This is an optimization exercise on Yosys and OpenROAD, whose aim is small area, a short achievable clock period and few clock cycles per item, not a production implementation.
In this exercise RTL edits were held to simulation tests only and were not proved equivalent to the original.
Power is estimated from default activity; no workload was simulated.

## v42
==> flow/design.v (excerpt) <==
module bitmap_block_allocator_core #(
    parameter int NUM_BLOCKS = 1024
) (
    input  logic                           clk,
    input  logic                           rst_n,
    input  logic                           req_valid,
    output logic                           req_ready,
    input  logic                           req_type,
    input  logic [9:0]                     req_block_number,
    output logic                           res_valid,
    input  logic                           res_ready,
    output logic [1:0]                     res_status,
    output logic [9:0]                     res_allocated_block,
    input  logic                           psel,
    input  logic                           penable,
    input  logic                           pwrite,
    input  logic [2:0]                     paddr,
    input  logic [31:0]                    pwdata,
    output logic [31:0]                    prdata,
    output logic                           pready
);
Settings: LEC_CHECK=0, CAP_MARGIN=20, CORE_MARGIN=2, CORE_UTILIZATION=60, CTS_BUF_LIST=sky130_fd_sc_hd__clkbuf_8, CTS_CLUSTER_DIAMETER=60, CTS_CLUSTER_SIZE=15, SETUP_SLACK_MARGIN=5, SLEW_MARGIN=20; clock period 9.0 ns.
run.sh (not shown) runs the stock make flow with config.mk's settings and CLKGATE_MAP_FILE= SYNTH_SCRIPT=/design/flow/synth_recipe.tcl, a recipe that flattens the netlist after the stock synthesis.
v42: no failed stages, no open violations at the end
Testbench counts of v42, summed over its fixed seeds: cycles 16,168, items 16,152.
Input changes introduced in v37 (baseline for comparison: v42):
-- flow/config.mk --
<<< v42, line 9
export CORE_MARGIN = 2
export CORE_UTILIZATION = 60
export CTS_BUF_LIST = sky130_fd_sc_hd__clkbuf_8
export CTS_CLUSTER_DIAMETER = 60
export CTS_CLUSTER_SIZE = 15
export SETUP_SLACK_MARGIN = 5
export SLEW_MARGIN = 20
>>> v37, line 9
export CORE_MARGIN = 2
export CORE_UTILIZATION = 60
export SETUP_SLACK_MARGIN = 5
export SLEW_MARGIN = 20
Findings:
- v37 has completed all stages; timing, DRC and antenna checks passed.
- | final hold slack | higher: v42 |
- Run comparison: v37 topmost layer with routed signal wires met5; v42 topmost layer with routed signal wires met4
- v37: total detailed-routing wirelength is 4200 um higher than what v42 reported.
- v42 → v37: wire length on met3 climbed about 1.3%, count of flip-flops with a built-in enable after synthesis now sits at about the same level, largest voltage drop on the vdd net has decreased.
- Summary — non-clock buffer count, v37 relative to v42: higher, by 18.
--- input diff v37..v21 ---
-- flow/config.mk --
<<< v37, line 8
export CAP_MARGIN = 20
export CORE_MARGIN = 2
export CORE_UTILIZATION = 60
export SETUP_SLACK_MARGIN = 5
export SLEW_MARGIN = 20
>>> v21, line 8
export CAP_MARGIN = 20
export CORE_MARGIN = 2
export CORE_UTILIZATION = 63
export CTS_BUF_LIST = sky130_fd_sc_hd__clkbuf_8
export CTS_CLUSTER_DIAMETER = 70
export CTS_CLUSTER_SIZE = 12
export SETUP_SLACK_MARGIN = 5
export SLEW_MARGIN = 20
--- outcome ---
Compared with v37, in v21 cell depth of the worst flop-to-flop path dropped 2, total instance count after detailed placement lost 91, number of cells on the worst hold path closely matched the old numbers.
Post-placement setup slack ends up lower on v37.
On maximum frequency, v37 tracks v21 almost exactly.
Per the comparison of v21 with v37, combinational fraction of design power increased 0.7 points, share of the final layout cell area in sequential cells went up, number of vias in the routed layout fell by 331, post-detailed-route via-to-cell ratio rose 0.26, global-route usage now sits higher.
For v52, these inputs were changed with respect to v21:
==> flow/config.mk <==
export PLATFORM = sky130hd
export DESIGN_NAME = bitmap_block_allocator_core
export DESIGN_NICKNAME = bitmap_block_allocator_core
export VERILOG_FILES = /design/flow/design.v
export SDC_FILE = /design/flow/constraint.sdc
export NUM_CORES = 4
export LEC_CHECK = 0
export CAP_MARGIN = 10
export CORE_MARGIN = 2
export CORE_UTILIZATION = 60
export CTS_BUF_LIST = sky130_fd_sc_hd__clkbuf_8
export CTS_CLUSTER_DIAMETER = 70
export CTS_CLUSTER_SIZE = 12
export SETUP_SLACK_MARGIN = 5
export SLEW_MARGIN = 10
### Flow results
Relative to v21, the number of fill cells in the layout measured on v52 has increased by a little under 10%.
Delta (v52 minus v21): routed wire length has increased, global-route usage moved down, design area went up 1.6%, worst hold slack moved down, net load switching power grew by 5.0%.
--- input diff v52..v49 ---
-- flow/config.mk --
<<< v52, line 6
export NUM_CORES = 4
export LEC_CHECK = 0
export CAP_MARGIN = 10
export CORE_MARGIN = 2
export CORE_UTILIZATION = 60
>>> v49, line 6
export NUM_CORES = 4
export LEC_CHECK = 0
export CAP_MARGIN = 20
export CORE_MARGIN = 2
export CORE_UTILIZATION = 60
<<< v52, line 13
export CTS_CLUSTER_SIZE = 12
export SETUP_SLACK_MARGIN = 5
export SLEW_MARGIN = 10
>>> v49, line 13
export CTS_CLUSTER_SIZE = 12
export SETUP_SLACK_MARGIN = 5
export SLEW_MARGIN = 20
==> summary.txt <==
- Higher total of plain and repair buffers excluding clock buffers goes to v49 over v52.
- v49 ended with more final cell count than v52.
- Diff v52 -> v49: overall routed net length flat, count of clock-buffer cells in the layout up about 0.9%, fmax up 1.4%.
- Relative to v52, period utilization decreased by 0.64 points in v49.
- v49 vs v52 — clock buffer count from CTS rose 1.
- The total power of v52 and that of v49 are within noise of each other.

[what the ideal ports hide]
Ports are ideal in the flow. The routed layouts listed here were re-timed in OpenROAD.
Step 1, drivers: a clkbuf_16 drives clk and a buf_2 each remaining input, both assumed.
Step 2, shift: input delay + t, output delay - t, t = (earliest + latest rising clock arrival at the registers) / 2. This alone moves slack from input paths to output paths.
a / b / c = ideal ports / drivers / drivers and shift; a / b = the first two.
run	shift t [ns]	setup WS [ns]	worst setup path at the end	slew at the worst register clock pin (ns)	pins driven straight from the clock port
v42	0.794	4.974 / 4.959 / 4.453	input to register	0.11 / 0.11	1
v37	0.761	4.994 / 4.949 / 4.554	input to register	0.07 / 0.07	1
v21	0.823	4.984 / 4.969 / 4.374	input to register	0.09 / 0.09	1
v52	0.833	4.945 / 4.945 / 4.610	input to register	0.09 / 0.09	1
v49	0.836	5.002 / 4.951 / 4.470	input to register	0.09 / 0.09	1
After both steps every run listed still meets setup and hold. The setup slack of v21, which loses most, moves by -0.015 ns with the drivers and by -0.610 ns with both steps.
